This is an optimization exercise on Yosys and OpenROAD, whose aim is small area and a short achievable clock period, not a production implementation. Function was checked by simulation only, so behaviour that the tests miss may differ from the original. No activity file was given, so power comes from the tool's default toggle rates.

==> trial 90 <==
==> flow/design.v <==
module rdma_sched_rx_buf #(
    parameter int unsigned DATA_W = 64,
    parameter int unsigned DEPTH  = 64,
    parameter int unsigned CNT_W  = 16
) (
    input  logic                     clk,
    input  logic                     rst_n,
    input  logic                     rx_valid,
    input  logic [DATA_W-1:0]        rx_data,
    input  logic                     rx_last,
    output logic                     tx_valid,
    input  logic                     tx_ready,
    output logic [DATA_W-1:0]        tx_data,
    output logic                     tx_last,
    output logic [$clog2(DEPTH):0]   pkt_cnt,
    output logic [CNT_W-1:0]         drop_cnt,
    output logic                     drop_pulse
);
    localparam int unsigned AW = $clog2(DEPTH);
    localparam int unsigned PW = AW + 1;
    logic            drop_mode_q;
    logic [AW-1:0]   wr_slot_q, commit_slot_q;
    logic [PW-1:0]   occ_q;         
    logic [PW-1:0]   occc_q;        
    logic [PW-1:0]   pkt_cnt_q;
    logic [CNT_W-1:0] drop_cnt_q;
    logic            drop_pulse_q;
    logic            tx_valid_q;    
    logic            full_q;        
    logic            occ0_q;        
    logic            occ1_q;        
    logic [DEPTH-1:0] rsel_q;       
    logic [DATA_W:0] head_q;        
    logic [DATA_W:0] mem_q [DEPTH];
    logic [DATA_W:0] din;
    logic [DATA_W:0] nxt_word;
    logic            fire, acc, wr_en, drop, pkt_inc, pkt_dec;
    assign din        = {rx_last, rx_data};
    assign tx_valid   = tx_valid_q;
    assign tx_data    = head_q[DATA_W-1:0];
    assign tx_last    = head_q[DATA_W];
    assign pkt_cnt    = pkt_cnt_q;
    assign drop_cnt   = drop_cnt_q;
    assign drop_pulse = drop_pulse_q;
    assign fire    = tx_ready & tx_valid_q;
    assign acc     = rx_valid & ~drop_mode_q;
    assign wr_en   = acc & ~full_q;
    assign drop    = acc & full_q;
    assign pkt_inc = wr_en & rx_last;
    assign pkt_dec = fire & head_q[DATA_W];
    logic [DEPTH-1:0] row_we;
    always_comb begin
        for (int i = 0; i < DEPTH; i++) begin
            row_we[i] = ~full_q && (wr_slot_q == AW'(i));
        end
    end
    for (genvar i = 0; i < DEPTH; i++) begin : g_row
        always_ff @(posedge clk) begin
            if (row_we[i]) begin
                mem_q[i] <= din;
            end
        end
    end
    always_comb begin
        nxt_word = '0;
        for (int i = 0; i < DEPTH; i++) begin
            nxt_word = nxt_word | ({(DATA_W+1){rsel_q[i]}} & mem_q[i]);
        end
    end
    logic            take_din, take_nxt, take_old;
    logic [DATA_W:0] head_d;
    assign take_din = fire ? occ1_q : occ0_q;
    assign take_nxt = fire & ~occ1_q;
    assign take_old = ~fire & ~occ0_q;
    assign head_d   = ({(DATA_W+1){take_din}} & din)
                    | ({(DATA_W+1){take_nxt}} & nxt_word)
                    | ({(DATA_W+1){take_old}} & head_q);
    always_ff @(posedge clk) begin
        head_q <= head_d;
    end
    logic [PW-1:0] occ_inc, occ_dec, occc_dec;
    assign occ_inc  = occ_q + PW'(1);
    assign occ_dec  = occ_q - PW'(1);
    assign occc_dec = occc_q - PW'(1);
    logic o_0, o_1, o_2, o_63, oc_0, oc_1, oc_2, oc_64;
    assign o_0   = occ_q == PW'(0);
    assign o_1   = occ_q == PW'(1);
    assign o_2   = occ_q == PW'(2);
    assign o_63  = occ_q == PW'(DEPTH-1);
    assign oc_0  = occc_q == PW'(0);
    assign oc_1  = occc_q == PW'(1);
    assign oc_2  = occc_q == PW'(2);
    assign oc_64 = occc_q == PW'(DEPTH);
    logic [AW-1:0]   wr_slot_d, commit_slot_d;
    logic [PW-1:0]   occ_d, occc_d, pkt_cnt_d;
    logic [CNT_W-1:0] drop_cnt_d;
    logic            drop_mode_d, tx_valid_d, full_d, occ0_d, occ1_d;
    logic [DEPTH-1:0] rsel_d;
    always_comb begin
        if (wr_en)      wr_slot_d = wr_slot_q + AW'(1);
        else if (drop)  wr_slot_d = commit_slot_q;
        else            wr_slot_d = wr_slot_q;
        commit_slot_d = pkt_inc ? wr_slot_q + AW'(1) : commit_slot_q;
        rsel_d        = fire ? {rsel_q[DEPTH-2:0], rsel_q[DEPTH-1]} : rsel_q;
        if (wr_en) begin
            occ_d  = fire ? occ_q : occ_inc;
            full_d = ~fire & o_63;
            occ0_d = 1'b0;
            occ1_d = fire ? o_1 : o_0;
        end else if (drop) begin
            occ_d  = fire ? occc_dec : occc_q;
            full_d = ~fire & oc_64;
            occ0_d = fire ? oc_1 : oc_0;
            occ1_d = fire ? oc_2 : oc_1;
        end else begin
            occ_d  = fire ? occ_dec : occ_q;
            full_d = ~fire & full_q;
            occ0_d = fire ? o_1 : o_0;
            occ1_d = fire ? o_2 : o_1;
        end
        if (pkt_inc) begin
            occc_d     = fire ? occ_q : occ_inc;
            tx_valid_d = fire ? ~o_0 : (occ_inc != PW'(0));
        end else begin
            occc_d     = fire ? occc_dec : occc_q;
            tx_valid_d = fire ? ~oc_1 : ~oc_0;
        end
        drop_mode_d = drop_mode_q ? ~(rx_valid & rx_last) : (drop & ~rx_last);
        if (pkt_inc & ~pkt_dec)      pkt_cnt_d = pkt_cnt_q + PW'(1);
        else if (pkt_dec & ~pkt_inc) pkt_cnt_d = pkt_cnt_q - PW'(1);
        else                         pkt_cnt_d = pkt_cnt_q;
        drop_cnt_d = (drop && drop_cnt_q != {CNT_W{1'b1}}) ? drop_cnt_q + CNT_W'(1) : drop_cnt_q;
    end
    always_ff @(posedge clk or negedge rst_n) begin
        if (!rst_n) begin
            drop_mode_q   <= 1'b0;
            wr_slot_q     <= '0;
            commit_slot_q <= '0;
            occ_q         <= '0;
            occc_q        <= '0;
            pkt_cnt_q     <= '0;
            drop_cnt_q    <= '0;
            drop_pulse_q  <= 1'b0;
            tx_valid_q    <= 1'b0;
            full_q        <= 1'b0;
            occ0_q        <= 1'b1;
            occ1_q        <= 1'b0;
            rsel_q        <= DEPTH'(2);
        end else begin
            drop_mode_q   <= drop_mode_d;
            wr_slot_q     <= wr_slot_d;
            commit_slot_q <= commit_slot_d;
            occ_q         <= occ_d;
            occc_q        <= occc_d;
            pkt_cnt_q     <= pkt_cnt_d;
            drop_cnt_q    <= drop_cnt_d;
            drop_pulse_q  <= drop;
            tx_valid_q    <= tx_valid_d;
            full_q        <= full_d;
            occ0_q        <= occ0_d;
            occ1_q        <= occ1_d;
            rsel_q        <= rsel_d;
        end
    end
endmodule
==> flow/run.sh <==
#!/bin/bash
# synth_recipe.tcl (not shown) runs the flow's synth.tcl, then flattens the netlist and writes it again
# the make line also repeats each setting of config.mk as NAME=value (left out here)
make -C /OpenROAD-flow-scripts/flow DESIGN_CONFIG=/design/flow/config.mk WORK_HOME=/design/flow/orfs CLKGATE_MAP_FILE= SYNTH_SCRIPT=/design/flow/synth_recipe.tcl finish
==> flow/config.mk <==
export PLATFORM = sky130hd
export DESIGN_NAME = rdma_sched_rx_buf
export DESIGN_NICKNAME = rdma_sched_rx_buf
export VERILOG_FILES = /design/flow/design.v
export SDC_FILE = /design/flow/constraint.sdc
export NUM_CORES = 4
export LEC_CHECK = 0
export ABC_CLOCK_PERIOD_IN_PS = 2000
export CAP_MARGIN = 20
export CORE_MARGIN = 2
export CORE_UTILIZATION = 45
export CTS_CLUSTER_DIAMETER = 200
export CTS_CLUSTER_SIZE = 22
export SETUP_SLACK_MARGIN = 2.4
export SLEW_MARGIN = 20
export SYNTH_MEMORY_MAX_BITS = 8192
==> flow/constraint.sdc <==
create_clock -name core_clock -period 5.0 [get_ports {clk}]
set_input_delay 1.0000 -clock core_clock [delete_from_list [all_inputs] [get_ports {clk}]]
set_output_delay 1.0000 -clock core_clock [all_outputs]
set_load 0.01 [all_outputs]
==> trial 24: changes against trial 90 <==
--- a/flow/design.v
+++ b/flow/design.v
@@ -69,12 +69,10 @@
     end
-    logic            take_din, take_nxt, take_old;
-    logic [DATA_W:0] head_d;
-    assign take_din = fire ? occ1_q : occ0_q;
-    assign take_nxt = fire & ~occ1_q;
-    assign take_old = ~fire & ~occ0_q;
-    assign head_d   = ({(DATA_W+1){take_din}} & din)
-                    | ({(DATA_W+1){take_nxt}} & nxt_word)
-                    | ({(DATA_W+1){take_old}} & head_q);
-    always_ff @(posedge clk) begin
-        head_q <= head_d;
+    always_ff @(posedge clk or negedge rst_n) begin
+        if (!rst_n) begin
+            head_q <= '0;
+        end else if (fire) begin
+            head_q <= occ1_q ? din : nxt_word;
+        end else if (occ0_q) begin
+            head_q <= din;
+        end
     end
- CAP_MARGIN: 20 -> 10
- CORE_UTILIZATION: 45 -> 40
- SETUP_SLACK_MARGIN: 2.4 -> 2.2
- SLEW_MARGIN: 20 -> 10
==> qor summary <==
Outcome: trial 90 finished clean; trial 24 finished clean
Cell area after synthesis: trial 90 155,000 µm²; trial 24 156,000 µm²
Area of the core: trial 90 343,000 µm²; trial 24 388,000 µm²
Clock group share of total power: trial 90 0.294; trial 24 0.293
Portion of total power attributed to combinational logic: trial 90 0.081; trial 24 0.082
Power Density: trial 90 385 nW/µm²; trial 24 394 nW/µm²
Sequential-to-total area share from yosys stat: trial 90 0.833; trial 24 0.832
Switching fraction of total power: trial 90 0.247; trial 24 0.248
Library cells used by synthesis: trial 90 53; trial 24 54
Cells after synthesis: trial 90 7,951; trial 24 8,133
Area of all sequential standard cells: trial 90 130,000 µm²; trial 24 130,000 µm²
Synthesized-area fraction occupied by ao, oa, aoi and oai cells: trial 90 0.125; trial 24 0.116
Total area of multi-input combinational cells: trial 90 25,200 µm²; trial 24 24,600 µm²
Number of placed instances with taps included: trial 90 12,500; trial 24 13,300
Met2 layer wire length in the routed design: trial 90 301,000 µm; trial 24 299,000 µm
Layout cells sized above 1: trial 90 0.163; trial 24 0.114
Met1 usage: trial 90 0.512; trial 24 0.444
Number of ordinary and repair buffers in the finished layout: trial 90 896; trial 24 577
Remaining max-slew budget at the tightest pin: trial 90 0.115; trial 24 0.127
Ratio of final minimum period to clock period: trial 90 0.554; trial 24 0.575
WP data required: trial 90 5.59 ns; trial 24 5.60 ns
Post-route standard cell area excluding fillers: trial 90 177,000 µm²; trial 24 174,000 µm²
Crit path launch: trial 90 wr_slot_q[1]$_DFFE_PN0P_; trial 24 wr_slot_q[3]$_DFFE_PN0P_
Share of the synthesized netlist area taken by xor and xnor gates: trial 90 0.00226; trial 24 0.00242

==> afterwards: timing with drivers on the ports <==
No port has a modelled driver above. Below, the same layouts with a new extraction and two added sets of constraints.
Step 1 sets driving cells, clkbuf_16 on the clock port and buf_2 on the other inputs (assumed; they add their load-dependent delay and slew).
Step 2 moves the port delays by t, midway between the first and last clock arrival at a register: inputs arrive t later, outputs are due t later. That takes back most of the time a late clock gives input paths.
Three values: ideal, step 1, step 2; two values: the first two.
run	shift t [ns]	slack for setup (ns)	worst hold slack (ns)	latest minus earliest clock arrival (ns)
trial 90	1.097	2.232 / 2.180 / 1.480	0.101 / 0.005 / 0.488	0.084 / 0.084
trial 24	1.089	2.127 / 2.080 / 1.251	0.010 / -0.061 / 0.477	0.057 / 0.057
After both steps every run listed still meets setup and hold. The setup slack of trial 24, which loses most, moves by -0.047 ns with the drivers and by -0.876 ns with both steps.
